This design comes from an exercise in tuning for small area and a short achievable clock period on the open sky130 flow, not from production work.
In this exercise RTL edits were held to simulation tests only and were not proved equivalent to the original.
In runs 3 to 5 and 7 the design's own scripts or RTL, not TritonCTS, make the clock network.
No driver is modelled on the clock port, so clock power and skew are understated where the tree is cut down; a real chip needs a root buffer or a tree.
No activity file was given, so power comes from the tool's default toggle rates.

==> flow/standard.sh <==
#!/bin/bash
# synth_recipe.tcl (not shown) runs the flow's synth.tcl, then flattens the netlist and writes it again
# the make line also repeats each setting of config.mk as NAME=value (left out here)
make -C /OpenROAD-flow-scripts/flow DESIGN_CONFIG=/design/flow/config.mk WORK_HOME=/design/flow/orfs CLKGATE_MAP_FILE= SYNTH_SCRIPT=/design/flow/synth_recipe.tcl "${@:-finish}"
==> flow/design.v <==
package mcu_pkg;
    typedef logic [28-1:0]       inst_t;
    typedef logic [12-1:0]       addr_t;
    typedef logic [(12 + 2)-1:0]        ptr_t;
    typedef logic [64-1:0]       data_t;
    typedef logic [6-1:0] upc_t;
    typedef logic [14-1:0]      uinst_t;
    typedef logic [11-1:0]       loop_t;
    typedef enum logic [1:0] {
        ST_IDLE,
        ST_FETCH,
        ST_DECODE,
        ST_EXEC
    } ctrl_state_t;
endpackage
module matrix_ctrl (
    input  logic            clk,
    input  logic            rstn,
    input  mcu_pkg::inst_t  inst,
    input  logic            inst_valid,
    input  mcu_pkg::data_t  mem_rd_data_0,
    input  mcu_pkg::data_t  mem_rd_data_1,
    input  mcu_pkg::data_t  mem_rd_data_2,
    input  mcu_pkg::data_t  mem_rd_data_3,
    output mcu_pkg::addr_t  mem_addr_0,
    output mcu_pkg::addr_t  mem_addr_1,
    output mcu_pkg::addr_t  mem_addr_2,
    output mcu_pkg::addr_t  mem_addr_3,
    output logic            mem_wr_en_0,
    output logic            mem_wr_en_1,
    output logic            mem_wr_en_2,
    output logic            mem_wr_en_3,
    output mcu_pkg::data_t  a_data,
    output mcu_pkg::data_t  b_data,
    output mcu_pkg::data_t  c_data,
    output logic            macs_en,
    output logic            macs_signal,
    output logic            finish
);
    localparam logic [3:0] S_IDLE  = 4'd0,
                           S_FETCH = 4'd1,
                           S_D0    = 4'd2,
                           S_D1    = 4'd3,
                           S_D2    = 4'd4,
                           S_D3    = 4'd5,
                           S_D4    = 4'd6,
                           S_D5    = 4'd7,
                           S_E0    = 4'd8,
                           S_MARK0 = 4'd9,
                           S_MARK1 = 4'd10,
                           S_MAC0  = 4'd11,
                           S_MAC1  = 4'd12,
                           S_WEN   = 4'd13,
                           S_DONE  = 4'd14;
    logic [3:0]  state, next_state;
    logic [11:0] a_q, b_q, c_q;           
    logic [3:0]  a_x, b_x, c_x;           
    logic        hc;                      
    logic        nc0;                     
    logic [3:0]  rb, ra;                  
    logic [13:0] s1, s2, s3;              
    logic [11:0] idx;                     
    logic [10:0] cnt;                     
    logic        msig;
    logic        ten;                     
    logic        mac_q, wen_q, done_q;    
    wire st_fetch = (state == S_FETCH);
    wire st_d0    = (state == S_D0);
    wire st_d1    = (state == S_D1);
    wire st_d2    = (state == S_D2);
    wire st_d5    = (state == S_D5);
    wire st_idle  = (state == S_IDLE);
    wire last     = (cnt == 11'd1);
    always_comb begin
        case (state)
            S_IDLE:  next_state = S_FETCH;
            S_FETCH: next_state = inst_valid ? S_D0 : S_FETCH;
            S_D0:    next_state = S_D1;
            S_D1:    next_state = S_D2;
            S_D2:    next_state = S_D3;
            S_D3:    next_state = S_D4;
            S_D4:    next_state = S_D5;
            S_D5:    next_state = S_E0;
            S_E0:    next_state = cnt[10] ? S_DONE : S_MARK0;
            S_MARK0: next_state = S_MARK1;
            S_MARK1: next_state = S_MAC0;
            S_MAC0:  next_state = S_MAC1;
            S_MAC1:  next_state = S_WEN;
            S_WEN:   next_state = last ? S_DONE : S_MARK1;
            default: next_state = S_IDLE;
        endcase
    end
    wire [3:0] a_oh_n = st_d5 ? (4'b0001 << s3[13:12]) : (a_x ^ 4'b0001);
    wire [3:0] b_oh_n = st_d5 ? (4'b0001 << s2[13:12]) : (b_x ^ 4'b0001);
    wire [3:0] c_oh_n = st_d5 ? (4'b0001 << s1[13:12]) : (c_x ^ 4'b0001);
    wire       ten_n  = st_d0 | st_d1 | st_d2;
    wire       hc_n   = c_oh_n[2] | c_oh_n[3];
    logic [3:0] rb_n, ra_n;
    always_comb begin
        for (int p = 0; p < 4; p++) begin
            rb_n[p] = (hc_n == p[1]) ? 1'b0 : b_oh_n[p];
            ra_n[p] = (hc_n == p[1]) ? 1'b0 : (a_oh_n[p] & ~b_oh_n[p]);
        end
        rb_n[0] = rb_n[0] & ~ten_n;
        ra_n[0] = ra_n[0] & ~ten_n;
    end
    always_ff @(posedge clk or negedge rstn) begin
        if (!rstn) begin
            state  <= S_IDLE;
            msig   <= 1'b0;
            ten    <= 1'b0;
            mac_q  <= 1'b0;
            wen_q  <= 1'b0;
            done_q <= 1'b0;
            a_q    <= '0;
            b_q    <= '0;
            c_q    <= '0;
            a_x    <= '0;
            b_x    <= '0;
            c_x    <= '0;
            hc     <= 1'b0;
            nc0    <= 1'b0;
            rb     <= '0;
            ra     <= '0;
        end else begin
            state  <= next_state;
            ten    <= ten_n;
            mac_q  <= (next_state == S_MAC0) | (next_state == S_MAC1);
            wen_q  <= (next_state == S_WEN);
            done_q <= (next_state == S_DONE);
            if (st_idle) msig <= 1'b0;
            else if (st_fetch && inst_valid) msig <= (inst[27:25] == 3'b100) & inst[12];
            a_x    <= a_oh_n ^ 4'b0001;
            b_x    <= b_oh_n ^ 4'b0001;
            c_x    <= c_oh_n ^ 4'b0001;
            hc     <= hc_n;
            nc0    <= hc_n | ten_n;
            rb     <= rb_n;
            ra     <= ra_n;
            if (st_d5) begin
                a_q <= s3[11:0];
                b_q <= s2[11:0];
                c_q <= s1[11:0];
            end else begin
                if (mac_q) begin
                    a_q <= a_q + 1'b1;
                    b_q <= b_q + 1'b1;
                end
                if (wen_q) c_q <= c_q + 1'b1;
            end
        end
    end
    always_ff @(posedge clk) begin
        s1 <= mem_rd_data_0[13:0];
        s2 <= s1;
        s3 <= s2;
        if (st_fetch) idx <= inst[24:13];
        else if (ten) idx <= {idx[7:0], 4'd0};    
        if (st_fetch) begin
            cnt <= {inst[27:25] != 3'b100, 4'd0, inst[11:6]};
        end else if (wen_q) begin
            cnt <= cnt - 1'b1;
        end
    end
    assign macs_signal = msig & ~st_d0;    
    assign macs_en     = mac_q;
    assign finish      = done_q;
    wire [3:0] a_oh = a_x ^ 4'b0001;
    wire [3:0] b_oh = b_x ^ 4'b0001;
    wire [3:0] c_oh = c_x ^ 4'b0001;
    assign mem_wr_en_0 = wen_q & c_oh[1];
    assign mem_wr_en_1 = wen_q & c_oh[0];
    assign mem_wr_en_2 = wen_q & c_oh[3];
    assign mem_wr_en_3 = wen_q & c_oh[2];
    assign mem_addr_0 = ({12{~nc0}} & c_q) | ({12{rb[0]}} & b_q) | ({12{ra[0]}} & a_q) |
                        {8'd0, {4{ten}} & idx[11:8]};
    assign mem_addr_1 = ({12{~hc}} & c_q) | ({12{rb[1]}} & b_q) | ({12{ra[1]}} & a_q);
    assign mem_addr_2 = ({12{hc}} & c_q) | ({12{rb[2]}} & b_q) | ({12{ra[2]}} & a_q);
    assign mem_addr_3 = ({12{hc}} & c_q) | ({12{rb[3]}} & b_q) | ({12{ra[3]}} & a_q);
    assign a_data = ({64{a_oh[0]}} & mem_rd_data_0) | ({64{a_oh[1]}} & mem_rd_data_1) |
                    ({64{a_oh[2]}} & mem_rd_data_2) | ({64{a_oh[3]}} & mem_rd_data_3);
    assign b_data = ({64{b_oh[0]}} & mem_rd_data_0) | ({64{b_oh[1]}} & mem_rd_data_1) |
                    ({64{b_oh[2]}} & mem_rd_data_2) | ({64{b_oh[3]}} & mem_rd_data_3);
    assign c_data = ({64{c_oh[0]}} & mem_rd_data_0) | ({64{c_oh[1]}} & mem_rd_data_1) |
                    ({64{c_oh[2]}} & mem_rd_data_2) | ({64{c_oh[3]}} & mem_rd_data_3);
endmodule
==> flow/flow/run.sh <==
#!/bin/bash
# Standard layout, with the port buffers made of buf_1 cells instead of the
# delay buffers buffer_ports picks by default.
export BUFFER_PORTS_ARGS="-buffer_cell sky130_fd_sc_hd__buf_1"
bash standard.sh > standard.log 2>&1
==> flow/config.mk <==
export PLATFORM = sky130hd
export DESIGN_NAME = matrix_ctrl
export DESIGN_NICKNAME = matrix_ctrl
export VERILOG_FILES = /design/flow/design.v
export SDC_FILE = /design/flow/constraint.sdc
export NUM_CORES = 4
export LEC_CHECK = 0
export CAP_MARGIN = 20
export CORE_MARGIN = 2
export CORE_UTILIZATION = 40
export PLACE_DENSITY = 0.6
export SETUP_SLACK_MARGIN = 0.0
export SLEW_MARGIN = 20
==> flow/constraint.sdc <==
create_clock -name core_clock -period 3.5 [get_ports {clk}]
set_input_delay 0.7000 -clock core_clock [delete_from_list [all_inputs] [get_ports {clk}]]
set_output_delay 0.7000 -clock core_clock [all_outputs]
set_load 0.01 [all_outputs]
==> reports/qor.csv, run 1 <==
metric;value;unit
critical path type;flip-flop to output port;
clk buf depth;2;
Async S/R FF share, synth;50.8;%
worst slew pin tran;1030;ps
DR pass1 iterations;6;
number of flops mapped to enable cells by yosys;19;
post-CTS setup buffers;0;
DR iter-0 viols;1858;
crit path DAT;2270;ps
Crit path largest cell delay;840;ps
final hold violations;0;
status;timing/DRC/antenna clean;
Post-DP HPWL;43800;um
static leakage;4.94;nW
Power Dens Cells;1030;nW/um2
Yosys cell types;51;
clock sinks;132;
largest net degree at the start of global routing;68;
cells after synthesis;1361;
vias in the first global route;12000;
nets;2095;
slowest CP cell;dfrtp_2;
placement row count;58;
Finished Layout Cells;2180;
Setup crit end kind;output port;
Max rail drop VDD;0.472;mV
max-slew violations;0;
PortBufs;527;
synthesis-to-finish area growth;27.7;%
DR WL/cell;26.4;um
sum of negative setup slack;0;ps
critical-path cell list;o21ai_0 -> a221o_1 -> buf_1;
clk latency of the worst-skew pair;420;ps
Post-Syn Nets;1653;
cell count after placement;2114;
max-cap viol count;0;
unrepaired setup endpoints after global routing;no;
clock root cell;clkbuf_16;
Core ar.;25100;um2
Tot Pwr;0.0133;W
Clock Pin Slew Worst Setup and Hold Paths;60;ps
I/O pin total;534;
CTS H-tree lvls;4;
Netlist Area Pre-Place;10200;um2
Final ANT Viol Nets;0;
Max transition margin;31.4;%
die area;26700;um2
die width;163;um
DIE HEIGHT;163;um
via count of the routed design;13400;
Peak Freq;336;MHz
Critical Path Fanout Max;30;
CTS buffer count;17;
setup violators final;0;
CP Launch Type;flip-flop;
Hold Path Class;flip-flop to flip-flop;
Synth Warn #;1;
starting density of the core;40.5;%
Worst Clk Skew;10.7;ps
TritonCTS clock tree;built;
initial antenna violation count;40;
worst endpoint required time;2800;ps
first-pass GRT wire length;80300;um
Final Cycle Share;85.0;%
share of layout cells above drive strength 1;4.52;%
register area share after synthesis;31.1;%
final WL;57600;um
#FFs+latches synth;132;
Post-Syn Area per Cell;7.47;um2
CTS Hold Bufs;0;
Synth Flop Type;dfrtp_1;
Final Wtd Congestion;1.01;
grt total ovfl;0;
Total GRT Usage;41.2;%
min cycle time layout;2970;ps
vias per cell;6.13;
post-CTS sizing;0;
DRC viols;0;
==> worst paths after layout <==
kind | start | end | slack, ps | cells past startpoint
min reg2reg | s2[7] | s3[7] | 350 | 0
max | flip-flop | c_data[63] | 530 | 3
min | s2[7] | s3[7] | 350 | 0
max reg2reg | state[1] | cnt[0] | 1210 | 3
min in group asynchronous | rstn | msig | 380 | 1
max in group asynchronous | rstn | a_q[9] | 2340 | 2
==> logic make-up after synthesis <==
group	after synthesis	share of synthesized area (%)
simple gates	428	18.5
flops	132	31.1
xor+xnor	42	3.62
fa+ha+maj	5	0.615
compound gates	522	36.9
buf+inv	228	8.73
mux	4	0.517
==> sequential cells by signal, indices dropped and copies added, names as in the netlist, 11 cells and up, named ones only <==
register	cells
idx	12
a_q	12
s3	14
s2	14
cnt	11
b_q	12
c_q	12
s1	14
==> cells in the final DEF, fill, tap and decap left out, types with 4 or more instances in the layout <==
| cell type | instances |
|---|---|
| xor2_1 | 10 |
| nand2_1 | 284 |
| buf_1 | 526 |
| a22oi_1 | 32 |
| inv_1 | 97 |
| xnor2_1 | 32 |
| buf_4 | 20 |
| edfxtp_1 | 19 |
| ha_1 | 5 |
| a222oi_1 | 12 |
| buf_12 | 7 |
| clkbuf_16 | 17 |
| nor3b_1 | 6 |
| inv_6 | 4 |
| o21ai_0 | 234 |
| nand2b_1 | 10 |
| nor4_1 | 4 |
| and2_1 | 7 |
| dfxtp_1 | 46 |
| nor3_1 | 10 |
| dfrtp_2 | 11 |
| diode_2 | 34 |
| nor2_1 | 59 |
| a221o_1 | 196 |
| nand4_1 | 12 |
| a21oi_1 | 39 |
| dfrtp_1 | 55 |
| and3_1 | 4 |
| nand3_1 | 13 |
| nor2b_1 | 4 |
==> per-stage QoR <==
step / setup WS, ps / instance area [um2] / hold WS, ps / utilization, %
after detailed placement: 1090 / 12300 / 335 / 49.2
after floorplan: 1590 / 10200 / 331 / -
after global placement: 1090 / 12300 / 334 / 49.2
final: 525 / 13000 / 349 / 51.7
after global routing: 522 / 13000 / 347 / 51.6
after CTS: 628 / 12900 / 350 / 51.4
==> report_power, final <==
group / leakage, nW / total, W / internal, W / switching, W
registers: 1.36 / 0.00363 / 0.00210 / 0.00153
logic: 3.32 / 0.00801 / 0.00306 / 0.00495
clock network: 0.266 / 0.00170 / 0.000979 / 0.000720
==> Yosys cell counts, drive strengths merged, types with 7 or more instances <==
| cell | count | area (um2) |
|---|---|---|
| nand2 | 284 | 1070 |
| o21ai | 236 | 1180 |
| a221o | 196 | 1960 |
| inv | 97 | 364 |
| clkbuf | 96 | 362 |
| dfrtp | 67 | 1680 |
| nor2 | 60 | 228 |
| dfxtp | 46 | 921 |
| a21oi | 39 | 195 |
| buf | 35 | 163 |
| a22oi | 32 | 240 |
| xnor2 | 32 | 280 |
| edfxtp | 19 | 571 |
| nand3 | 13 | 65.1 |
| a222oi | 12 | 120 |
| nand4 | 12 | 75.1 |
| nor3 | 12 | 70.1 |
| nand2b | 10 | 62.6 |
| xor2 | 10 | 87.6 |
| and2 | 7 | 43.8 |
| nor4 | 7 | 71.3 |
==> critical path: cells and delay by family (launching register included) <==
kind / cells / cell delay [ps]
DFF: 1 / 840
AOI/OAI and AO/OA: 2 / 870
buffers and inverters: 1 / 130
==> layout make-up <==
type | instances | area [um2]
Fill cell | 2663 | 12100
Clock inverter | 15 | 131
Clock buffer | 17 | 425
Multi-Input combinational cell | 1001 | 6110
Inverter | 97 | 364
Antenna cell | 34 | 85.1
Tap cell | 330 | 413
Timing Repair Buffer | 554 | 2270
Sequential cell | 132 | 3190
==> per-layer routing <==
metal | track usage [%] | vias up | share of wire (%)
met5 | 0 | - | 0.050
met4 | 22.1 | 6 | 4.4
met3 | 14.1 | 151 | 12
met2 | 59.6 | 955 | 44
met1 | 53.8 | 6332 | 39
li1 | - | 5929 | -
==> run 2: changes to the inputs <==
--- a/flow/config.mk
+++ b/flow/config.mk
@@ -9,5 +9,5 @@
 export CORE_MARGIN = 2
 export CORE_UTILIZATION = 40
 export PLACE_DENSITY = 0.6
-export SETUP_SLACK_MARGIN = 0.0
+export SETUP_SLACK_MARGIN = 1.2
 export SLEW_MARGIN = 20
==> run 2 against run 1 <==
Compared with the run above:
- clock-buffer cell count stayed put
- clock skew is 1.4 ps lower
- sequential share of layout area is 3.9 points lower
- clock power hardly changed
- setup slack better by 380 ps
- final cell count is 3.2% higher
- still clean
- flip-flop and latch count stayed put
- synthesized cell count stayed put
==> reports/qor.csv, run 2 <==
metric;value;unit;change
status;timing/DRC/antenna clean;;
Synth Warn #;1;;unchanged
via count of the routed design;14400;;+7.9%
nets;2163;;+3.2%
reg2reg setup slack;1400;ps;+190 ps
Hold Path Class;flip-flop to flip-flop;;
critical-path cell list;buf_16 -> o21ai_0 -> a221o_1 -> clkbuf_2;;
placement row count;58;;unchanged
max-slew violations;0;;unchanged
unrepaired setup endpoints after global routing;yes;;
Setup WS pre-CTS;1090;ps;unchanged
DR iter-0 viols;2308;;+24%
Synth Flop Type;dfrtp_1;;
synthesis-to-finish area growth;53.9;%;
Post-Syn Nets;1653;;unchanged
Power Dens Cells;1060;nW/um2;+3.4%
min cycle time layout;2590;ps;-380 ps
Clock Pin Slew Worst Setup and Hold Paths;60;ps;about the same
vias per cell;6.41;;+4.5%
DR pass1 iterations;8;;+2
clk buf depth;2;;unchanged
Max rail drop VDD;0.471;mV;-0.32%
I/O pin total;534;;unchanged
most common cell after layout, fill and taps aside;buf_1;;
worst slew pin tran;850;ps;-179 ps
slowest CP cell;dfrtp_4;;
Hold EP;s3[7];;
share of layout cells above drive strength 1;27.3;%;+23 points
die width;163;um;unchanged
largest net degree at the start of global routing;50;;-26%
cells after synthesis;1361;;unchanged
PortBufs;527;;unchanged
clock root cell;clkbuf_16;;
clock sinks;132;;unchanged
Final Util;62.3;%;+11 points
worst r2r path cells;4;;+1
CTS buffer count;17;;unchanged
Core ar.;25100;um2;unchanged
synth cell count leaders;284 x nand2_1, 234 x o21ai_0, 196 x a221o_1, 97 x inv_1, 95 x clkbuf_1;;
sum of negative setup slack;0;ps;unchanged
max-cap viol count;0;;unchanged
Final Cycle Share;74.1;%;-11 points
worst reg2reg endpoint;idx[4];;
post-synth top area share;19.3;%;unchanged
Post-DP HPWL;43800;um;unchanged
DIE HEIGHT;163;um;unchanged
critical path type;flip-flop to output port;;
Async S/R FF share, synth;50.8;%;unchanged
Post-Syn Area per Cell;7.47;um2;unchanged
Buffers & Inverters on Critical Path;2;;+1
DR WL/cell;29.2;um;+10%
Yosys cell types;51;;unchanged
reg2reg start;state[3];;
grt total ovfl;0;;unchanged
Max transition margin;43.3;%;+12 points
Crit path largest cell delay;550;ps;-290 ps
Netlist Area Pre-Place;10200;um2;unchanged
Critical Path Fanout Max;25;;-17%
Top Registers;s1: 14 flops, s2: 14 flops, s3: 14 flops;;
Peak Freq;385;MHz;+15%
multi-input combinational cell area;7040;um2;+15%
Hold Path Origin;s2[7];;
Final ANT Viol Nets;0;;unchanged
Worst Clk Skew;9.25;ps;-1.43 ps
worst endpoint required time;2800;ps;about the same
CP Launch Type;flip-flop;;
DRC viols;0;;unchanged
Final Wtd Congestion;1.01;;unchanged
Setup crit end kind;output port;;
dominant cell type by area after synthesis;a221o_1;;
die area;26700;um2;unchanged
final worst slack;905;ps;+380 ps
register area share after synthesis;31.1;%;unchanged
initial antenna violation count;45;;+13%
final WL;65600;um;+14%
number of flops mapped to enable cells by yosys;19;;unchanged
crit path DAT;1890;ps;-380 ps
CTS H-tree lvls;4;;unchanged
CTS Hold Bufs;0;;unchanged
setup violators final;0;;unchanged
Total GRT Usage;44.3;%;+3.2 points
critical path's top delay family;flip-flops;;
#FFs+latches synth;132;;unchanged
most frequent cell after synthesis;nand2_1;;
starting density of the core;40.5;%;unchanged
Synth area leaders;a221o_1 19%, dfrtp_1 16%, o21ai_0 12%;;
static leakage;6.70;nW;+36%
clk latency of the worst-skew pair;430;ps;about the same
Min-Delay Path Depth;0;;unchanged
TritonCTS clock tree;built;;
final hold violations;0;;unchanged
vias in the first global route;12500;;+3.8%
commonest cells after routing, fill and taps aside;369 x buf_1, 196 x a221o_1, 165 x nand2_1, 108 x o21ai_0, 102 x buf_2;;
Sequential cell area;3230;um2;+1.4%
first-pass GRT wire length;85800;um;+6.8%
fill cell count;2369;;-11%
[run 2: cell count changes in the layout (fill, tap and decap cells not counted), sizes merged]
| cell | change |
|---|---|
| clkbuf | +31 |
| diode | +1 |
| buf | +37 |
[run 2: logic make-up (layout without fill, tap and decap cells)]
group           after synthesis  in the layout  share of synthesized area [%]
mux                           4              4                          0.517
xor+xnor                     42             42                           3.62
flops                       132            132                           31.1
buf+inv                     228            751                           8.73
other cells                   0             35                              0
fa+ha+maj                     5              5                          0.615
simple gates                428            428                           18.5
compound gates              522            522                           36.9
[run 2: timing repair]
| item | in CTS | in global routing |
|---|---|---|
| buffers inserted | 35 | 8 |
| gates resized for setup | 142 | 635 |
| pin swaps | 21 | 32 |
| cloned | 10 | 15 |
| setup endpoints to repair | 237 | 236 |
[run 2: worst max path at each step]
| stage | from | endpoint | slack (ps) | depth (start not counted) |
|---|---|---|---|---|
| global placement | flip-flop | c_data[16] | 1090 | 4 |
| finish | a_x[0] | a_data[49] | 910 | 4 |
| detailed placement | flip-flop | c_data[16] | 1090 | 4 |
| global route | c_x[1] | c_data[37] | 880 | 6 |
| floorplan | flip-flop | c_data[15] | 1590 | 4 |
| CTS | c_x[1] | c_data[63] | 980 | 5 |
[run 2: power breakdown]
group	internal, W	switching (W)
Sequential	0.00216	0.00110
Combinational	0.00501	0.00665
Clock	0.000979	0.000729
[run 2: layout make-up]
type                       instances  area share, %
sequential                       132           20.6
tap                              330           2.64
timing repair buffer             622           25.3
multi-input combinational       1001           45.0
antenna                           35          0.560
clock buffer                      17           2.72
clock inverter                    15          0.839
inverter                          97           2.33
[run 2: per-stage QoR]
| step | total power [W] | std cells | instance area, um2 | hold slack [ps] |
|---|---|---|---|---|
| floorplan | 0.00807 | 1361 | 10200 | 331 |
| CTS | 0.0144 | 2191 | 13900 | 350 |
| global placement | 0.0114 | 2114 | 12300 | 334 |
| finish | 0.0166 | 2249 | 15700 | 349 |
| detailed placement | 0.0114 | 2114 | 12300 | 335 |
| global route | 0.0172 | 2241 | 15600 | 346 |
[run 2: layer usage]
metal / routed length, um / vias up / global-route usage [%] / part of all wire (%)
met5: 134 / - / 0 / 0.20
met4: 4700 / 16 / 25.5 / 7.2
met3: 8510 / 286 / 15.0 / 13
met2: 28200 / 1211 / 65.1 / 43
met1: 24100 / 6823 / 56.6 / 37
li1: - / 6087 / - / -
==> run 3: changes to the inputs <==
==> flow/flow/run.sh (replaced) <==
#!/bin/bash
# Standard layout with two changes:
#  * port buffers are buf_1 cells instead of the delay buffers buffer_ports
#    picks by default;
#  * the clock tree is four buf_16 fed by the clock port, each driving two
#    buf_16 that each drive
#    one eighth of the flip-flops (flow/mycts.tcl), in place of
#    the CTS H-tree, followed by the usual post-CTS timing repair.
set -e
here=$(pwd)
export BUFFER_PORTS_ARGS="-buffer_cell sky130_fd_sc_hd__buf_1"
bash standard.sh place > standard_place.log 2>&1
export RES=$here/orfs/results/sky130hd/matrix_ctrl/base
export NROOT=4
export NLEAF=8
export CLKROOT_CELL=sky130_fd_sc_hd__buf_16
export CLKBUF_CELL=sky130_fd_sc_hd__buf_16
export MY_SETUP_MARGIN=${MY_SETUP_MARGIN:-1.1}
export MY_TNS_END=${MY_TNS_END:-100}
openroad -no_init -exit flow/mycts.tcl > mycts.log 2>&1
bash standard.sh finish > standard_finish.log 2>&1
==> flow/flow/mycts.tcl (new file) <==
# A shallow clock tree: NROOT buffers fed straight from the clock port, each
# feeding leaf buffers over nearby flip-flops, then the post-CTS timing repair.
set res $::env(RES)
set pdir /OpenROAD-flow-scripts/flow/platforms/sky130hd
read_lef $pdir/lef/sky130_fd_sc_hd.tlef
read_lef $pdir/lef/sky130_fd_sc_hd_merged.lef
read_liberty $pdir/lib/sky130_fd_sc_hd__tt_025C_1v80.lib
read_db $res/3_place.odb
read_sdc $res/3_place.sdc
source $pdir/setRC.tcl
set_dont_use [get_lib_cells {*probe* *lpflow*}]

set block [ord::get_db_block]
set clknet [$block findNet clk]
set sinks {}
foreach it [$clknet getITerms] {
  set inst [$it getInst]
  set bb [$inst getBBox]
  lappend sinks [list [expr {([$bb xMin]+[$bb xMax])/2}] [expr {([$bb yMin]+[$bb yMax])/2}] [$inst getName] [[$it getMTerm] getName]]
}
set n [llength $sinks]
puts "clock sinks: $n"
# recursive bisection of the sinks into NLEAF groups (a power of two),
# cutting each group across its longer side
proc bisect {g depth} {
  if {$depth == 0} { return [list $g] }
  set xs {}; set ys {}
  foreach s $g { lappend xs [lindex $s 0]; lappend ys [lindex $s 1] }
  set xs [lsort -integer $xs]; set ys [lsort -integer $ys]
  set dx [expr {[lindex $xs end] - [lindex $xs 0]}]
  set dy [expr {[lindex $ys end] - [lindex $ys 0]}]
  set idx [expr {$dx >= $dy ? 0 : 1}]
  set srt [lsort -integer -index $idx $g]
  set h [expr {[llength $srt] / 2}]
  return [concat [bisect [lrange $srt 0 [expr {$h-1}]] [expr {$depth-1}]] \
                 [bisect [lrange $srt $h end] [expr {$depth-1}]]]
}
# NROOT buffers fed by the clock port, each over one part of the sinks; with
# NLEAF above NROOT, each root feeds NLEAF/NROOT leaf buffers over sub-parts
proc log2 {n} { return [expr {int(log($n)/log(2) + 0.5)}] }
set root_master [[ord::get_db] findMaster $::env(CLKROOT_CELL)]
set leaf_master [[ord::get_db] findMaster $::env(CLKBUF_CELL)]
proc add_buf {master name innet sinks} {
  global block
  set buf [odb::dbInst_create $block $master $name]
  set net [odb::dbNet_create $block net_$name]
  $net setSigType CLOCK
  [$buf findITerm A] connect $innet
  [$buf findITerm X] connect $net
  set sxs 0; set sys 0
  foreach s $sinks {
    lassign $s x y iname pin
    set it [[$block findInst $iname] findITerm $pin]
    $it disconnect
    $it connect $net
    set sxs [expr {$sxs + $x}]; set sys [expr {$sys + $y}]
  }
  set cx [expr {$sxs / [llength $sinks]}]
  set cy [expr {$sys / [llength $sinks]}]
  $buf setLocation $cx $cy
  $buf setPlacementStatus PLACED
  puts "$name: [llength $sinks] sinks at $cx $cy"
  return [list $net $cx $cy]
}
set nroot $::env(NROOT)
set nleaf $::env(NLEAF)
set k 0
foreach rg [bisect $sinks [log2 $nroot]] {
  if {$nleaf <= $nroot} {
    add_buf $root_master clkbuf_root_$k $clknet $rg
  } else {
    # make the root first with the group's sinks, then move them to leaves
    set r [add_buf $root_master clkbuf_root_$k $clknet $rg]
    set rnet [lindex $r 0]
    set j 0
    foreach lg [bisect $rg [log2 [expr {$nleaf / $nroot}]]] {
      add_buf $leaf_master clkbuf_leaf_${k}_$j $rnet $lg
      incr j
    }
  }
  incr k
}
$clknet setSigType CLOCK
set_propagated_clock [all_clocks]
set_placement_padding -global -left 0 -right 0
detailed_placement
estimate_parasitics -placement
report_clock_min_period
report_worst_slack -max
set rt_args [list -setup_margin $::env(MY_SETUP_MARGIN) -hold_margin 0 -repair_tns $::env(MY_TNS_END) -verbose]
if {[info exists ::env(MY_SEQUENCE)] && $::env(MY_SEQUENCE) != ""} { lappend rt_args -sequence $::env(MY_SEQUENCE) }
repair_timing {*}$rt_args
detailed_placement
check_placement -verbose
estimate_parasitics -placement
report_worst_slack -max
report_worst_slack -min
report_design_area
write_db $res/4_1_cts.odb
file copy -force $res/4_1_cts.odb $res/4_cts.odb
write_sdc $res/4_cts.sdc
--- a/flow/config.mk
+++ b/flow/config.mk
@@ -9,5 +9,5 @@
 export CORE_MARGIN = 2
 export CORE_UTILIZATION = 40
 export PLACE_DENSITY = 0.6
-export SETUP_SLACK_MARGIN = 1.2
+export SETUP_SLACK_MARGIN = 0.0
 export SLEW_MARGIN = 20
==> run 3 against run 2 <==
Compared with the run above:
- still clean on timing, DRC and antenna
- area after synthesis did not move
- total power fell by 20%
- clock skew rose by 6.1 ps
- sequential share of layout area rose by 4.1 points
- design area fell by 17%
- global-route usage fell by 2.7 points
- clock power fell by 24%
- final cell count fell by 3.5%
- critical path type unchanged
- largest cell class unchanged
- largest power group unchanged
==> reports/qor.csv, run 3 <==
metric;value;unit;change
status;timing/DRC/antenna clean;;
I/O pin total;534;;unchanged
#FFs+latches synth;132;;unchanged
placement row count;58;;unchanged
final WL;59000;um;-10%
final worst slack;1030;ps;+129 ps
worst endpoint required time;2800;ps;about the same
via count of the routed design;13400;;-6.9%
cells after synthesis;1361;;unchanged
WHS;346;ps;-2.61 ps
DIE HEIGHT;163;um;unchanged
setup violators final;0;;unchanged
synth cell count leaders;284 x nand2_1, 234 x o21ai_0, 196 x a221o_1, 97 x inv_1, 95 x clkbuf_1;;
Post-Syn Area per Cell;7.47;um2;unchanged
initial antenna violation count;36;;-20%
most frequent cell after synthesis;nand2_1;;
max-cap viol count;0;;unchanged
worst reg2reg endpoint;cnt[0];;
die width;163;um;unchanged
die area;26700;um2;unchanged
Max transition margin;43.7;%;+0.40 points
Final ANT Viol Nets;0;;unchanged
PortBufs;527;;unchanged
Core ar.;25100;um2;unchanged
worst r2r path cells;3;;-1
critical path type;flip-flop to output port;;
Post-DP HPWL;43800;um;unchanged
Yosys cell types;51;;unchanged
Power Dens Cells;1020;nW/um2;-3.5%
vias in the first global route;12200;;-2.4%
Critical Path Fanout Max;36;;+44%
number of flops mapped to enable cells by yosys;19;;unchanged
synthesis-to-finish area growth;27.6;%;
DR pass1 iterations;7;;-1
first-pass GRT wire length;82300;um;-4.1%
Top Registers;s1: 14 flops, s2: 14 flops, s3: 14 flops;;
Final Util;51.7;%;-11 points
Max rail drop VDD;0.443;mV;-5.9%
Min-Delay Path Depth;0;;unchanged
register area share after synthesis;31.1;%;unchanged
nets;2103;;-2.8%
worst slew pin tran;844;ps;-6.03 ps
Synth area leaders;a221o_1 19%, dfrtp_1 16%, o21ai_0 12%;;
most common cell after layout, fill and taps aside;buf_1;;
sum of negative setup slack;0;ps;unchanged
CP Launch Type;flip-flop;;
Tot Pwr;0.0133;W;-20%
post-synth top area share;19.3;%;unchanged
Setup WS pre-CTS;1090;ps;unchanged
starting density of the core;40.5;%;unchanged
Hold Path Class;flip-flop to flip-flop;;
DR WL/cell;27.2;um;-6.9%
Synth Flop Type;dfrtp_1;;
dominant cell type by area after synthesis;a221o_1;;
static leakage;4.92;nW;-27%
Clock Pin Slew Worst Setup and Hold Paths;80;ps;+20 ps
Async S/R FF share, synth;50.8;%;unchanged
Total GRT Usage;41.7;%;-2.7 points
grt total ovfl;0;;unchanged
max-slew violations;0;;unchanged
Post-Syn Nets;1653;;unchanged
Worst Clk Skew;15.3;ps;+6.10 ps
Peak Freq;406;MHz;+5.2%
share of layout cells above drive strength 1;4.31;%;-23 points
min cycle time layout;2470;ps;-129 ps
largest net degree at the start of global routing;55;;+10%
vias per cell;6.18;;-3.6%
Synth Warn #;1;;unchanged
Hold EP;s2[10];;
Final Cycle Share;70.5;%;-3.7 points
reg2reg setup slack;1250;ps;-150 ps
crit path DAT;1770;ps;-120 ps
reg2reg start;state[1];;
Netlist Area Pre-Place;10200;um2;unchanged
DR iter-0 viols;1891;;-18%
unrepaired setup endpoints after global routing;no;;
Setup crit end kind;output port;;
Final Wtd Congestion;1.01;;unchanged
commonest cells after routing, fill and taps aside;526 x buf_1, 284 x nand2_1, 233 x o21ai_0, 196 x a221o_1, 97 x inv_1;;
DRC viols;0;;unchanged
Hold Path Origin;s1[10];;
clk latency of the worst-skew pair;240;ps;-190 ps
final hold violations;0;;unchanged
==> run 3: cells by family (layout without fill, tap and decap cells) <==
group                    after synthesis  in the layout  share of synthesized area (%)
multiplexers                           4              4                          0.517
adder cells (fa/ha/maj)                5              5                          0.615
AO/OA/AOI/OAI                        522            522                           36.9
buffers and inverters                228            676                           8.73
other                                  0             32                              0
flip-flops                           132            132                           31.1
XOR/XNOR                              42             42                           3.62
AND/OR/NAND/NOR                      428            428                           18.5
==> run 3: how the worst max path moves through the flow <==
stage	slack [ps]	to	from	depth (start not counted)
2_1_floorplan	1590	c_data[15]	flip-flop	4
3_3_place_gp	1090	c_data[16]	flip-flop	4
3_5_place_dp	1090	c_data[16]	flip-flop	4
5_1_grt	1000	a_data[54]	a_x[1]	5
6_report	1030	a_data[49]	a_x[1]	5
==> run 3: metrics by stage <==
step           std cells  area [um2]
6_report            2171       13000
2_1_floorplan       1361       10200
3_5_place_dp        2114       12300
5_1_grt             2163       13000
3_3_place_gp        2114       12300
==> run 3: layout make-up <==
type	count	area, um2
fillers	2656	12100
multi-input cells	1001	6110
flip-flops and latches	132	3210
repair buffers	567	2460
well taps	330	413
inverters	97	364
plain buffers	12	330
diodes	32	80.1
==> run 3: worst max-delay path, stage by stage (launching register included) <==
cell and delay [ps]:
dfrtp_2 410, buf_4 430, nand2_1 100, o21ai_0 90, a221o_1 290, buf_1 190
==> run 3: routing by layer <==
layer / up-vias / GRT usage (%) / wire length [um]
met4: 8 / 22.5 / 2800
met1: 6382 / 55.1 / 23100
li1: 5937 / - / -
met2: 955 / 60.8 / 25900
met3: 142 / 12.5 / 7110
met5: - / 0 / 54
==> run 3: power breakdown <==
group	internal, W	leakage [nW]	switching (W)
registers	0.00213	1.36	0.00123
clock network	0.000763	0.152	0.000536
logic	0.00323	3.41	0.00540
total	0.00613	4.92	0.00717
==> run 4: changes to the inputs <==
--- a/flow/flow/run.sh
+++ b/flow/flow/run.sh
@@ -1,5 +1,6 @@
 #!/bin/bash
-# Standard layout with two changes:
+# Standard layout with three changes:
+#  * the pins of each data bit are kept together (flow/pins.tcl);
 #  * port buffers are buf_1 cells instead of the delay buffers buffer_ports
 #    picks by default;
 #  * the clock tree is four buf_16 fed by the clock port, each driving two
@@ -9,6 +10,7 @@
 set -e
 here=$(pwd)
 export BUFFER_PORTS_ARGS="-buffer_cell sky130_fd_sc_hd__buf_1"
+export PRE_IO_PLACEMENT_TCL=$here/flow/pins.tcl
 bash standard.sh place > standard_place.log 2>&1
 export RES=$here/orfs/results/sky130hd/matrix_ctrl/base
 export NROOT=4
==> flow/flow/pins.tcl (new file) <==
# Keep each bit's read-data inputs next to its operand outputs, so that the
# operand multiplexer of each bit sits by its own pins.
for {set i 0} {$i < 64} {incr i} {
  set_io_pin_constraint -group -order -pin_names [list \
    "mem_rd_data_0\[$i\]" "a_data\[$i\]" "mem_rd_data_1\[$i\]" "b_data\[$i\]" \
    "mem_rd_data_2\[$i\]" "c_data\[$i\]" "mem_rd_data_3\[$i\]"]
}
==> run 4 against run 3 <==
Compared with the run above:
- clock skew decreased by 8.0 ps
- total power decreased by 6.0%
- die area unchanged
==> reports/qor.csv, run 4 <==
metric;value;unit;change
Setup crit end kind;output port;;
Netlist Area Pre-Place;10200;um2;unchanged
Final ANT Viol Nets;0;;unchanged
synthesis-to-finish area growth;25.6;%;
DIE HEIGHT;163;um;unchanged
multi-input combinational cell area;6110;um2;unchanged
DRC viols;0;;unchanged
Yosys cell types;51;;unchanged
reg2reg setup slack;1170;ps;-80 ps
Async S/R FF share, synth;50.8;%;unchanged
Min-Delay Path Depth;0;;unchanged
worst slew pin tran;727;ps;-118 ps
Seq pwr share;28.9;%;+3.6 points
via count of the routed design;12600;;-6.2%
Post-Syn Area per Cell;7.47;um2;unchanged
xor/xnor share of the synthesized area;3.62;%;unchanged
critical path type;flip-flop to output port;;
Post-DP HPWL;29100;um;-34%
status;timing/DRC/antenna clean;;
I/O pin total;534;;unchanged
Synth Area in Adders;0.615;%;unchanged
Post-Syn Nets;1653;;unchanged
max-cap viol count;0;;unchanged
Logic pwr share;60.9;%;-4.0 points
Hold Path Origin;s2[8];;
post-synthesis mux area share;0.517;%;unchanged
Final Wtd Congestion;0.879;;-13%
most common cell after layout, fill and taps aside;buf_1;;
DR pass1 iterations;6;;-1
grt total ovfl;0;;unchanged
crit path DAT;1750;ps;-20 ps
CP Launch Type;flip-flop;;
commonest cells after routing, fill and taps aside;526 x buf_1, 284 x nand2_1, 234 x o21ai_0, 196 x a221o_1, 97 x inv_1;;
Top Registers;s1: 14 flops, s2: 14 flops, s3: 14 flops;;
register area share after synthesis;31.1;%;unchanged
Critical Path Fanout Max;40;;+11%
first-pass GRT wire length;60300;um;-27%
share of layout cells above drive strength 1;3.51;%;-0.80 points
Synth Warn #;1;;unchanged
reg2reg start;state[1];;
worst reg2reg endpoint;idx[2];;
WHS;346;ps;-0.173 ps
synth cell count leaders;284 x nand2_1, 234 x o21ai_0, 196 x a221o_1, 97 x inv_1, 95 x clkbuf_1;;
Max transition margin;51.6;%;+7.8 points
Post-Synth Simple-Gate Area;18.5;%;unchanged
PortBufs;527;;unchanged
unrepaired setup endpoints after global routing;no;;
diode count;0;;-100%
fill cell count;2536;;-4.5%
final hold violations;0;;unchanged
placement row count;58;;unchanged
Worst Clk Skew;7.37;ps;-7.97 ps
worst r2r path cells;3;;unchanged
starting density of the core;40.5;%;unchanged
sum of negative setup slack;0;ps;unchanged
die area;26700;um2;unchanged
Synth Flop Type;dfrtp_1;;
Hold Path Class;flip-flop to flip-flop;;
number of flops mapped to enable cells by yosys;19;;unchanged
DR iter-0 viols;1400;;-26%
#FFs+latches synth;132;;unchanged
Internal;0.00600;W;-2.1%
nets;2088;;-0.71%
Sequential cell area;3210;um2;about the same
largest net degree at the start of global routing;49;;-11%
vias per cell;5.93;;-4.2%
Synth area leaders;a221o_1 19%, dfrtp_1 16%, o21ai_0 12%;;
post-synth top area share;19.3;%;unchanged
setup violators final;0;;unchanged
worst endpoint required time;2800;ps;about the same
net switching power;0.00650;W;-9.3%
cells after synthesis;1361;;unchanged
DR WL/cell;19.3;um;-29%
Final Cycle Share;70.1;%;-0.36 points
final WL;41000;um;-31%
die width;163;um;unchanged
min cycle time layout;2450;ps;-12.4 ps
Power Dens Cells;978;nW/um2;-4.5%
dominant cell type by area after synthesis;a221o_1;;
compound-cell area share of the yosys netlist;36.9;%;unchanged
max-slew violations;0;;unchanged
Hold EP;s3[8];;
Core ar.;25100;um2;unchanged
Max rail drop VDD;0.438;mV;-1.2%
static leakage;4.84;nW;-1.6%
clk latency of the worst-skew pair;230;ps;about the same
Sw Share;52.0;%;-1.9 points
most frequent cell after synthesis;nand2_1;;
Total GRT Usage;27.8;%;-14 points
Clock power frac;10.2;%;+0.4 points
Clock Pin Slew Worst Setup and Hold Paths;70;ps;about the same
Peak Freq;408;MHz;+0.51%
largest family of logic cells by synthesized area;compound AO/OA/AOI/OAI gates;;
initial antenna violation count;0;;-100%
vias in the first global route;11600;;-4.8%
-- run 4: cell counts after synthesis --
No cell type changed its count.
-- run 4: per-stage QoR --
stage	utilization, %	setup WS [ps]	cell area (um2)	power, W	instances
after floorplan	-	1590	10200	0.00807	1361
after global placement	49.2	1110	12300	0.0109	2107
after detailed placement	49.2	1100	12300	0.0109	2107
after global routing	50.9	983	12800	0.0134	2124
final	50.9	1050	12800	0.0125	2124
-- run 4: cell type report --
class	instances	share of cell area [%]
Buffer	12	2.59
Inverter	97	2.85
Multi-Input combinational cell	1001	47.9
Sequential cell	132	25.1
Tap cell	330	3.23
Timing Repair Buffer	552	18.3
-- run 4: cells by family (layout without fill, tap and decap cells) --
kind of cell,count (synthesis),after routing
simple gates,428,428
buf+inv,228,661
fa+ha+maj,5,5
mux,4,4
flops,132,132
compound gates,522,522
xor+xnor,42,42
-- run 4: power by group through the flow --
stage	clock network, W	registers [W]	logic, W
2_1_floorplan	0	0.00244	0.00563
6_report	0.00127	0.00361	0.00761
3_5_place_dp	0	0.00364	0.00730
5_1_grt	0.00138	0.00371	0.00828
3_3_place_gp	0	0.00361	0.00727
-- run 4: worst max-delay path by stage --
stage | startpoint | endpoint | slack [ps]
floorplan | flip-flop | c_data[15] | 1590
global placement | b_x[2] | b_data[36] | 1110
detailed placement | b_x[2] | b_data[10] | 1100
global route | state[1] | idx[7] | 980
finish | a_x[2] | a_data[46] | 1050
-- run 4: critical path, cell delays in order (launching register included) --
cell	delay [ps]
dfrtp_2	630
buf_12	270
a221o_1	410
buf_1	150
-- run 4: per-layer routing --
metal  GRT usage [%]  vias to the layer above  part of all wire, %
li1                -                     5853                    -
met1            39.2                     6031                   43
met2            46.2                      654                   47
met3            2.56                       48                  8.0
met4            6.70                        0                  1.6
met5               0                        -                    0
==> run 5: changes to the inputs <==
--- a/flow/design.v
+++ b/flow/design.v
@@ -177,10 +177,13 @@
     assign mem_addr_1 = ({12{~hc}} & c_q) | ({12{rb[1]}} & b_q) | ({12{ra[1]}} & a_q);
     assign mem_addr_2 = ({12{hc}} & c_q) | ({12{rb[2]}} & b_q) | ({12{ra[2]}} & a_q);
     assign mem_addr_3 = ({12{hc}} & c_q) | ({12{rb[3]}} & b_q) | ({12{ra[3]}} & a_q);
-    assign a_data = ({64{a_oh[0]}} & mem_rd_data_0) | ({64{a_oh[1]}} & mem_rd_data_1) |
-                    ({64{a_oh[2]}} & mem_rd_data_2) | ({64{a_oh[3]}} & mem_rd_data_3);
-    assign b_data = ({64{b_oh[0]}} & mem_rd_data_0) | ({64{b_oh[1]}} & mem_rd_data_1) |
-                    ({64{b_oh[2]}} & mem_rd_data_2) | ({64{b_oh[3]}} & mem_rd_data_3);
-    assign c_data = ({64{c_oh[0]}} & mem_rd_data_0) | ({64{c_oh[1]}} & mem_rd_data_1) |
-                    ({64{c_oh[2]}} & mem_rd_data_2) | ({64{c_oh[3]}} & mem_rd_data_3);
+    wire [3:0] a_n = ~a_oh;
+    wire [3:0] b_n = ~b_oh;
+    wire [3:0] c_n = ~c_oh;
+    assign a_data = (mem_rd_data_0 | {64{a_n[0]}}) & (mem_rd_data_1 | {64{a_n[1]}}) &
+                    (mem_rd_data_2 | {64{a_n[2]}}) & (mem_rd_data_3 | {64{a_n[3]}});
+    assign b_data = (mem_rd_data_0 | {64{b_n[0]}}) & (mem_rd_data_1 | {64{b_n[1]}}) &
+                    (mem_rd_data_2 | {64{b_n[2]}}) & (mem_rd_data_3 | {64{b_n[3]}});
+    assign c_data = (mem_rd_data_0 | {64{c_n[0]}}) & (mem_rd_data_1 | {64{c_n[1]}}) &
+                    (mem_rd_data_2 | {64{c_n[2]}}) & (mem_rd_data_3 | {64{c_n[3]}});
 endmodule
--- a/flow/flow/run.sh
+++ b/flow/flow/run.sh
@@ -1,6 +1,5 @@
 #!/bin/bash
-# Standard layout with three changes:
-#  * the pins of each data bit are kept together (flow/pins.tcl);
+# Standard layout with two changes:
 #  * port buffers are buf_1 cells instead of the delay buffers buffer_ports
 #    picks by default;
 #  * the clock tree is four buf_16 fed by the clock port, each driving two
@@ -10,7 +9,6 @@
 set -e
 here=$(pwd)
 export BUFFER_PORTS_ARGS="-buffer_cell sky130_fd_sc_hd__buf_1"
-export PRE_IO_PLACEMENT_TCL=$here/flow/pins.tcl
 bash standard.sh place > standard_place.log 2>&1
 export RES=$here/orfs/results/sky130hd/matrix_ctrl/base
 export NROOT=4
removed: flow/flow/pins.tcl
==> run 5 against run 4 <==
Compared with the run above:
- via count is 9.5% higher
- critical endpoint is now b_data[51]
- synthesized cell count down 9.6%
- design area is 1.3% higher
- critical path type is now input port to output port
- still clean on timing, DRC and antenna
==> reports/qor.csv, run 5 <==
metric;value;unit;change
critical-path cell list;buf_1 -> inv_1 -> a221oi_2 -> buf_1;;
most frequent cell after synthesis;o22ai_1;;
sum of negative setup slack;0;ps;unchanged
most common cell after layout, fill and taps aside;buf_1;;
status;timing/DRC/antenna clean;;
Core ar.;24100;um2;-4.0%
I/O pin total;534;;unchanged
nets;2015;;-3.5%
Buffers & Inverters on Critical Path;3;;+1
Worst Clk Skew;11.0;ps;+3.63 ps
DRC viols;0;;unchanged
compound-cell area share of the yosys netlist;38.8;%;+1.9 points
via count of the routed design;13800;;+9.5%
clk latency of the worst-skew pair;240;ps;about the same
first-pass GRT wire length;86200;um;+43%
Hold Path Class;flip-flop to flip-flop;;
critical path type;input port to output port;;
xor/xnor share of the synthesized area;3.69;%;+0.071 points
DR iter-0 viols;2400;;+71%
Clock Pin Slew Worst Setup and Hold Paths;70;ps;about the same
Sequential cell area;3200;um2;-0.27%
DR pass1 iterations;7;;+1
max-cap viol count;0;;unchanged
Max transition margin;44.6;%;-6.9 points
Synth Flop Type;dfrtp_1;;
starting density of the core;40.4;%;-0.11 points
final hold violations;0;;unchanged
Yosys cell types;52;;+2.0%
multi-input combinational cell area;5600;um2;-8.5%
#FFs+latches synth;132;;unchanged
max-slew violations;0;;unchanged
Synth Area in Adders;0.643;%;+0.027 points
vias in the first global route;12500;;+7.9%
slowest CP cell;a221oi_2;;
post-synthesis mux area share;0.540;%;+0.023 points
CP Launch Type;input port;;
cell count after placement;2000;;-5.1%
dominant cell type by area after synthesis;a221oi_1;;
Final Wtd Congestion;1.09;;+24%
Crit. Startpoint;mem_rd_data_3[51];;
CP Capture Point;b_data[51];;
unrepaired setup endpoints after global routing;no;;
Critical Path Fanout Max;3;;-93%
register area share after synthesis;32.5;%;+1.4 points
final worst slack;850;ps;-196 ps
Crit path depth;4;;+1
reg2reg setup slack;1220;ps;+50 ps
synth cell count leaders;193 x o22ai_1, 192 x a221oi_1, 161 x inv_1, 91 x nand2_1, 76 x clkbuf_1;;
largest net degree at the start of global routing;75;;+53%
Power Dens Cells;1040;nW/um2;+6.7%
Post-Synth Simple-Gate Area;11.9;%;-6.5 points
Finished Layout Cells;2072;;-2.4%
vias per cell;6.65;;+12%
DIE HEIGHT;160;um;-2.1%
worst endpoint required time;2800;ps;about the same
largest family of logic cells by synthesized area;compound AO/OA/AOI/OAI gates;;
cells after synthesis;1231;;-9.6%
worst reg2reg endpoint;idx[2];;
Max rail drop VDD;0.399;mV;-8.9%
static leakage;5.03;nW;+3.8%
crit path DAT;1950;ps;+200 ps
Most common cell on crit path;buf_1;;
die width;160;um;-2.1%
min cycle time layout;2650;ps;+196 ps
Top Registers;s1: 14 flops, s2: 14 flops, s3: 14 flops;;
die area;25600;um2;-4.2%
setup violators final;0;;unchanged
Synth area leaders;a221oi_1 17%, dfrtp_1 17%, o22ai_1 12%;;
reg2reg start;state[1];;
Total GRT Usage;45.1;%;+17 points
Post-Syn Area per Cell;7.91;um2;+5.8%
share of layout cells above drive strength 1;9.36;%;+5.8 points
Setup WS pre-CTS;893;ps;-209 ps
commonest cells after routing, fill and taps aside;515 x buf_1, 193 x o22ai_1, 165 x a221oi_1, 161 x inv_1, 91 x nand2_1;;
Setup crit end kind;output port;;
synthesis-to-finish area growth;32.9;%;
final WL;61300;um;+50%
PortBufs;527;;unchanged
Post-Syn Nets;1523;;-7.9%
Peak Freq;377;MHz;-7.4%
DR WL/cell;29.6;um;+53%
worst slew pin tran;830;ps;+104 ps
Final Cycle Share;75.7;%;+5.6 points
Post-DP HPWL;47100;um;+62%
grt total ovfl;0;;unchanged
Netlist Area Pre-Place;9740;um2;-4.3%
worst r2r path cells;4;;+1
Final ANT Viol Nets;0;;unchanged
Crit path largest cell delay;550;ps;-80 ps
initial antenna violation count;34;;+34
Synth Warn #;1;;unchanged
number of flops mapped to enable cells by yosys;19;;unchanged
critical path's top delay family;buffers and inverters;;
placement row count;57;;-1.7%
post-synth top area share;17.3;%;-2.0 points
fill cell count;2527;;-0.35%
Async S/R FF share, synth;50.8;%;unchanged
## run 5: metal layers
layer  routed length (um)  up-vias  track usage [%]
met5                   26        -                0
met2                26000     1211             67.6
met1                23200     6555             59.9
met4                 3890        4             22.6
li1                     -     5760                -
met3                 8120      247             12.3
## run 5: worst min-delay path by stage
stage,start,to,cells past startpoint
floorplan,s1[0],s2[0],0
detailed placement,s2[11],s3[11],0
global placement,s2[5],s3[5],0
global route,s1[11],s2[11],0
finish,s2[11],s3[11],0
## run 5: final cells by class
class	count	area share, %
plain buffers	12	2.55
diodes	27	0.522
repair buffers	604	20.8
flip-flops and latches	132	24.7
repair inverters	2	0.106
inverters	164	4.96
multi-input cells	807	43.2
well taps	324	3.13
## run 5: through the flow
stage	total power, W	utilization, %	area (um2)	hold WS (ps)
after detailed placement	0.0112	49.8	12000	337
after floorplan	0.00794	-	9740	331
after global placement	0.0112	49.8	12000	335
final	0.0135	53.7	12900	352
after global routing	0.0141	53.6	12900	363
## run 5: cell families after synthesis
kind of cell | after synthesis
DFF | 132
and+or+nand+nor | 234
muxes | 4
AOI/OAI and AO/OA | 523
xor gates and xnor gates | 41
adders and majority gates | 5
buffers and inverters | 292
## run 5: report_power, final
group	leakage (nW)	total (W)	switching, W	internal [W]
clock	0.152	0.00129	0.000525	0.000762
combinational	3.52	0.00893	0.00561	0.00332
sequential	1.36	0.00329	0.00116	0.00213
total	5.03	0.0135	0.00730	0.00621
==> run 6: changes to the inputs <==
--- a/flow/design.v
+++ b/flow/design.v
@@ -54,7 +54,7 @@
                            S_DONE  = 4'd14;
     logic [3:0]  state, next_state;
     logic [11:0] a_q, b_q, c_q;           
-    logic [3:0]  a_x, b_x, c_x;           
+    logic [3:0]  a_n, b_n, c_n;           
     logic        hc;                      
     logic        nc0;                     
     logic [3:0]  rb, ra;                  
@@ -90,9 +90,9 @@
             default: next_state = S_IDLE;
         endcase
     end
-    wire [3:0] a_oh_n = st_d5 ? (4'b0001 << s3[13:12]) : (a_x ^ 4'b0001);
-    wire [3:0] b_oh_n = st_d5 ? (4'b0001 << s2[13:12]) : (b_x ^ 4'b0001);
-    wire [3:0] c_oh_n = st_d5 ? (4'b0001 << s1[13:12]) : (c_x ^ 4'b0001);
+    wire [3:0] a_oh_n = st_d5 ? (4'b0001 << s3[13:12]) : ~a_n;
+    wire [3:0] b_oh_n = st_d5 ? (4'b0001 << s2[13:12]) : ~b_n;
+    wire [3:0] c_oh_n = st_d5 ? (4'b0001 << s1[13:12]) : ~c_n;
     wire       ten_n  = st_d0 | st_d1 | st_d2;
     wire       hc_n   = c_oh_n[2] | c_oh_n[3];
     logic [3:0] rb_n, ra_n;
@@ -115,9 +115,9 @@
             a_q    <= '0;
             b_q    <= '0;
             c_q    <= '0;
-            a_x    <= '0;
-            b_x    <= '0;
-            c_x    <= '0;
+            a_n    <= 4'b1110;
+            b_n    <= 4'b1110;
+            c_n    <= 4'b1110;
             hc     <= 1'b0;
             nc0    <= 1'b0;
             rb     <= '0;
@@ -130,9 +130,9 @@
             done_q <= (next_state == S_DONE);
             if (st_idle) msig <= 1'b0;
             else if (st_fetch && inst_valid) msig <= (inst[27:25] == 3'b100) & inst[12];
-            a_x    <= a_oh_n ^ 4'b0001;
-            b_x    <= b_oh_n ^ 4'b0001;
-            c_x    <= c_oh_n ^ 4'b0001;
+            a_n    <= ~a_oh_n;
+            b_n    <= ~b_oh_n;
+            c_n    <= ~c_oh_n;
             hc     <= hc_n;
             nc0    <= hc_n | ten_n;
             rb     <= rb_n;
@@ -165,9 +165,7 @@
     assign macs_signal = msig & ~st_d0;    
     assign macs_en     = mac_q;
     assign finish      = done_q;
-    wire [3:0] a_oh = a_x ^ 4'b0001;
-    wire [3:0] b_oh = b_x ^ 4'b0001;
-    wire [3:0] c_oh = c_x ^ 4'b0001;
+    wire [3:0] c_oh = ~c_n;
     assign mem_wr_en_0 = wen_q & c_oh[1];
     assign mem_wr_en_1 = wen_q & c_oh[0];
     assign mem_wr_en_2 = wen_q & c_oh[3];
@@ -177,9 +175,6 @@
     assign mem_addr_1 = ({12{~hc}} & c_q) | ({12{rb[1]}} & b_q) | ({12{ra[1]}} & a_q);
     assign mem_addr_2 = ({12{hc}} & c_q) | ({12{rb[2]}} & b_q) | ({12{ra[2]}} & a_q);
     assign mem_addr_3 = ({12{hc}} & c_q) | ({12{rb[3]}} & b_q) | ({12{ra[3]}} & a_q);
-    wire [3:0] a_n = ~a_oh;
-    wire [3:0] b_n = ~b_oh;
-    wire [3:0] c_n = ~c_oh;
     assign a_data = (mem_rd_data_0 | {64{a_n[0]}}) & (mem_rd_data_1 | {64{a_n[1]}}) &
                     (mem_rd_data_2 | {64{a_n[2]}}) & (mem_rd_data_3 | {64{a_n[3]}});
     assign b_data = (mem_rd_data_0 | {64{b_n[0]}}) & (mem_rd_data_1 | {64{b_n[1]}}) &
--- a/flow/flow/run.sh
+++ b/flow/flow/run.sh
@@ -1,5 +1,6 @@
 #!/bin/bash
-# Standard layout with two changes:
+# Standard layout with three changes:
+#  * the pins of each data bit are kept together (flow/pins.tcl);
 #  * port buffers are buf_1 cells instead of the delay buffers buffer_ports
 #    picks by default;
 #  * the clock tree is four buf_16 fed by the clock port, each driving two
@@ -9,6 +10,7 @@
 set -e
 here=$(pwd)
 export BUFFER_PORTS_ARGS="-buffer_cell sky130_fd_sc_hd__buf_1"
+export PRE_IO_PLACEMENT_TCL=$here/flow/pins.tcl
 bash standard.sh place > standard_place.log 2>&1
 export RES=$here/orfs/results/sky130hd/matrix_ctrl/base
 export NROOT=4
==> flow/flow/pins.tcl (new file) <==
# Keep each bit's read-data inputs next to its operand outputs, so that the
# operand multiplexer of each bit sits by its own pins.
for {set i 0} {$i < 64} {incr i} {
  set_io_pin_constraint -group -order -pin_names [list \
    "mem_rd_data_0\[$i\]" "a_data\[$i\]" "mem_rd_data_1\[$i\]" "b_data\[$i\]" \
    "mem_rd_data_2\[$i\]" "c_data\[$i\]" "mem_rd_data_3\[$i\]"]
}
--- a/flow/config.mk
+++ b/flow/config.mk
@@ -7,7 +7,7 @@
 export LEC_CHECK = 0
 export CAP_MARGIN = 20
 export CORE_MARGIN = 2
-export CORE_UTILIZATION = 40
-export PLACE_DENSITY = 0.6
+export CORE_UTILIZATION = 50
+export PLACE_DENSITY = 0.65
 export SETUP_SLACK_MARGIN = 0.0
 export SLEW_MARGIN = 20
==> run 6 against run 5 <==
Compared with the run above:
- the flow now stops in I/O pin placement
- synthesized cell count increased by 4.1%
- area after synthesis shrank 3.5%
==> reports/qor.csv, run 6 <==
metric;value;unit;change
starting density of the core;50.6;%;+10 points
Yosys cell types;52;;unchanged
register area share after synthesis;33.8;%;+1.3 points
Synth Warn #;1;;unchanged
cells after synthesis;1282;;+4.1%
Post-Syn Area per Cell;7.33;um2;-7.3%
Synth area leaders;o22ai_1 26%, dfrtp_1 15%, dfxtp_1 9.8%;;
Fail Step;I/O pin placement;;
dominant cell type by area after synthesis;o22ai_1;;
Error;[ERROR PPL-0024] Number of IO pins (534) exceeds maximum number of available positions (504). Increase the die perimeter from 564.38um to 726.24um.;;
post-synth top area share;25.6;%;+8.4 points
synth cell count leaders;385 x o22ai_1, 229 x nor2_1, 110 x nand2_1, 83 x clkbuf_1, 64 x o21ai_0;;
status;aborted with a tool error;;
number of flops mapped to enable cells by yosys;19;;unchanged
Async S/R FF share, synth;50.8;%;unchanged
#FFs+latches synth;132;;unchanged
placement row count;50;;-12%
Synth Flop Type;dfrtp_1;;
Post-Syn Nets;1574;;+3.3%
DIE HEIGHT;141;um;-12%
Netlist Area Pre-Place;9400;um2;-3.5%
die width;141;um;-12%
most frequent cell after synthesis;o22ai_1;;
==> run 6: changes by cell type after synthesis, sizes merged, moves of 5 or more <==
cell	before	now
a21oi	39	3
nand2	92	110
o22ai	193	385
a31oi	0	13
dfstp	0	9
nand2b	10	2
nor2	58	231
inv	164	37
and2	7	2
clkbuf	77	83
buf	51	45
dfrtp	67	58
a221oi	192	0
o21ai	44	67
==> run 6: logic make-up after synthesis <==
logic type / Yosys count / share of synthesized area [%]
DFF: 132 / 33.8
adders and majority gates: 5 / 0.666
xor gates and xnor gates: 41 / 3.82
and+or+nand+nor: 409 / 18.6
AOI/OAI and AO/OA: 526 / 35.5
buffers and inverters: 166 / 7.27
muxes: 3 / 0.320
==> run 7: changes to the inputs <==
--- a/flow/config.mk
+++ b/flow/config.mk
@@ -7,7 +7,7 @@
 export LEC_CHECK = 0
 export CAP_MARGIN = 20
 export CORE_MARGIN = 2
-export CORE_UTILIZATION = 50
-export PLACE_DENSITY = 0.65
+export CORE_UTILIZATION = 40
+export PLACE_DENSITY = 0.6
 export SETUP_SLACK_MARGIN = 0.0
 export SLEW_MARGIN = 20
==> run 7 against run 6 <==
Compared with the run above:
- now clean on timing, DRC and antenna
- synthesized cell count stayed put
- area after synthesis stayed put
==> reports/qor.csv, run 7 <==
metric;value;unit;change
worst endpoint required time;2800;ps;
worst r2r path cells;4;;
share of layout cells above drive strength 1;4.34;%;
Final Wtd Congestion;0.910;;
synth cell count leaders;385 x o22ai_1, 229 x nor2_1, 110 x nand2_1, 83 x clkbuf_1, 64 x o21ai_0;;
Netlist Area Pre-Place;9400;um2;unchanged
placement row count;56;;+12%
vias per cell;6.09;;
Setup crit end kind;output port;;
Peak Freq;415;MHz;
most frequent cell after synthesis;o22ai_1;;
Worst Clk Skew;17.0;ps;
unrepaired setup endpoints after global routing;no;;
PortBufs;527;;
Post-Syn Nets;1574;;unchanged
most common cell after layout, fill and taps aside;buf_1;;
max-cap viol count;0;;
xor/xnor share of the synthesized area;3.82;%;unchanged
post-synthesis mux area share;0.320;%;unchanged
cells after synthesis;1282;;unchanged
commonest cells after routing, fill and taps aside;526 x buf_1, 385 x o22ai_1, 229 x nor2_1, 110 x nand2_1, 64 x o21ai_0;;
initial antenna violation count;0;;
largest net degree at the start of global routing;52;;
Post-Syn Area per Cell;7.33;um2;unchanged
final WL;41000;um;
DIE HEIGHT;157;um;+11%
grt total ovfl;0;;
Hold Path Origin;s2[11];;
finished layout cell area;12000;um2;
Max rail drop VDD;0.421;mV;
compound-cell area share of the yosys netlist;35.5;%;unchanged
WHS;349;ps;
Logic pwr share;63.3;%;
net switching power;0.00661;W;
Critical Path Fanout Max;34;;
Internal;0.00573;W;
die area;24700;um2;
worst reg2reg endpoint;cnt[0];;
nets;2023;;
Synth Area in Adders;0.666;%;unchanged
Power Dens Cells;1030;nW/um2;
starting density of the core;40.4;%;-10 points
DR iter-0 viols;1375;;
synthesis-to-finish area growth;27.8;%;
static leakage;4.19;nW;
Core ar.;23300;um2;
Placed Instance Area;11600;um2;
Crit. Startpoint;a_n[2];;
worst slew pin tran;821;ps;
min cycle time layout;2410;ps;
setup violators final;0;;
Post-Synth Simple-Gate Area;18.6;%;unchanged
Final Util;51.6;%;
critical path type;flip-flop to output port;;
DR WL/cell;20.0;um;
DRC viols;0;;
vias in the first global route;11300;;
CP Launch Type;flip-flop;;
crit path DAT;1710;ps;
largest family of logic cells by synthesized area;compound AO/OA/AOI/OAI gates;;
post-synth top area share;25.6;%;unchanged
Final Cycle Share;68.8;%;
status;timing/DRC/antenna clean;;
Clock power frac;10.3;%;
number of flops mapped to enable cells by yosys;19;;unchanged
Clock Pin Slew Worst Setup and Hold Paths;70;ps;
Synth area leaders;o22ai_1 26%, dfrtp_1 15%, dfxtp_1 9.8%;;
#FFs+latches synth;132;;unchanged
Final ANT Viol Nets;0;;
I/O pin total;534;;
reg2reg setup slack;1210;ps;
clk latency of the worst-skew pair;240;ps;
Synth Warn #;1;;unchanged
final hold violations;0;;
Async S/R FF share, synth;50.8;%;unchanged
Seq pwr share;26.4;%;
reg2reg start;state[1];;
max-slew violations;0;;
Sw Share;53.6;%;
Yosys cell types;52;;unchanged
Hold Path Class;flip-flop to flip-flop;;
dominant cell type by area after synthesis;o22ai_1;;
via count of the routed design;12500;;
CP Capture Point;a_data[49];;
Synth Flop Type;dfrtp_1;;
Total GRT Usage;30.5;%;
Post-DP HPWL;28900;um;
register area share after synthesis;33.8;%;unchanged
DR pass1 iterations;8;;
first-pass GRT wire length;60800;um;
Top Registers;s1: 14 flops, s2: 14 flops, s3: 14 flops;;
Max transition margin;45.3;%;
sum of negative setup slack;0;ps;
diode count;0;;
die width;157;um;+11%
[run 7: worst min path at each step]
stage	end	slack, ps	cells past startpoint
floorplan	s2[0]	330	0
global placement	s3[2]	330	0
detailed placement	s3[11]	340	0
global route	s3[5]	360	0
finish	s3[11]	350	0
[run 7: area by class of cell]
class                      count  area (um2)
tap                          319         399
fill                        2399       11300
buffer                        12         330
multi-input combinational    984        5540
sequential                   132        3200
inverter                      38         143
timing repair buffer         563        2400
[run 7: power groups by stage]
stage	Sequential [W]	Combinational (W)	Clock [W]
3_5_place_dp	0.00331	0.00751	0
2_1_floorplan	0.00244	0.00528	0
6_report	0.00325	0.00781	0.00128
5_1_grt	0.00333	0.00852	0.00136
3_3_place_gp	0.00328	0.00745	0
[run 7: worst max-delay path: stages (launching register included)]
cell     delay, ps
dfstp_4        780
buf_12         260
o22ai_1        110
nor2_1         110
buf_1          180
[run 7: routing by layer]
layer	up-vias	wire [um]	global-route usage, %
met5	-	0	0
met4	0	877	6.97
met3	97	4100	3.11
met2	827	18200	47.4
met1	5789	17800	45.4
li1	5759	-	-
[run 7: per-stage QoR]
step           setup slack, ps  total power [W]  instances
2_1_floorplan             1420          0.00773       1282
3_3_place_gp              1100           0.0107       2031
3_5_place_dp              1070           0.0108       2031
5_1_grt                    989           0.0132       2048
6_report                  1090           0.0123       2048
[run 7: cells by family after synthesis]
| group | Yosys count |
|---|---|
| XOR/XNOR | 41 |
| AND/OR/NAND/NOR | 409 |
| AO/OA/AOI/OAI | 526 |
| adder cells (fa/ha/maj) | 5 |
| flip-flops | 132 |
| buffers and inverters | 166 |
| multiplexers | 3 |

what the ideal ports hide:
No port has a modelled driver above. Below, the same layouts with a new extraction and two added sets of constraints. Step 1, drivers: a clkbuf_16 drives clk and a buf_2 each remaining input, both assumed. Step 2 times the ports against the registers' clock, not the clock port: input delays grow and output delays shrink by t, the midpoint of the rising clock arrivals with the driver on. a / b / c = ideal / step 1 / step 2; a / b = the first two.
| run | t (ns) | slack for setup (ns) | hold WS [ns] | worst data-port slew with drivers (ns) |
|---|---|---|---|---|
| run 1 | 0.469 | 0.525 / 0.476 / 0.945 | 0.349 / 0.349 / 0.349 | 0.25 |
| run 2 | 0.473 | 0.905 / 0.856 / 1.043 | 0.349 / 0.344 / 0.349 | 0.25 |
| run 3 | 0.349 | 1.034 / 0.922 / 1.068 | 0.346 / 0.346 / 0.346 | 0.23 |
| run 4 | 0.346 | 1.047 / 0.929 / 1.169 | 0.346 / 0.346 / 0.346 | 0.06 |
| run 5 | 0.350 | 0.850 / 0.823 / 0.823 | 0.352 / 0.333 / 0.352 | 0.20 |
| run 7 | 0.351 | 1.092 / 0.975 / 1.208 | 0.349 / 0.349 / 0.349 | 0.06 |
After both steps setup and hold are still met in every run listed. The setup slack of run 5, which loses most, moves by -0.027 ns with the drivers and by -0.027 ns with both steps.
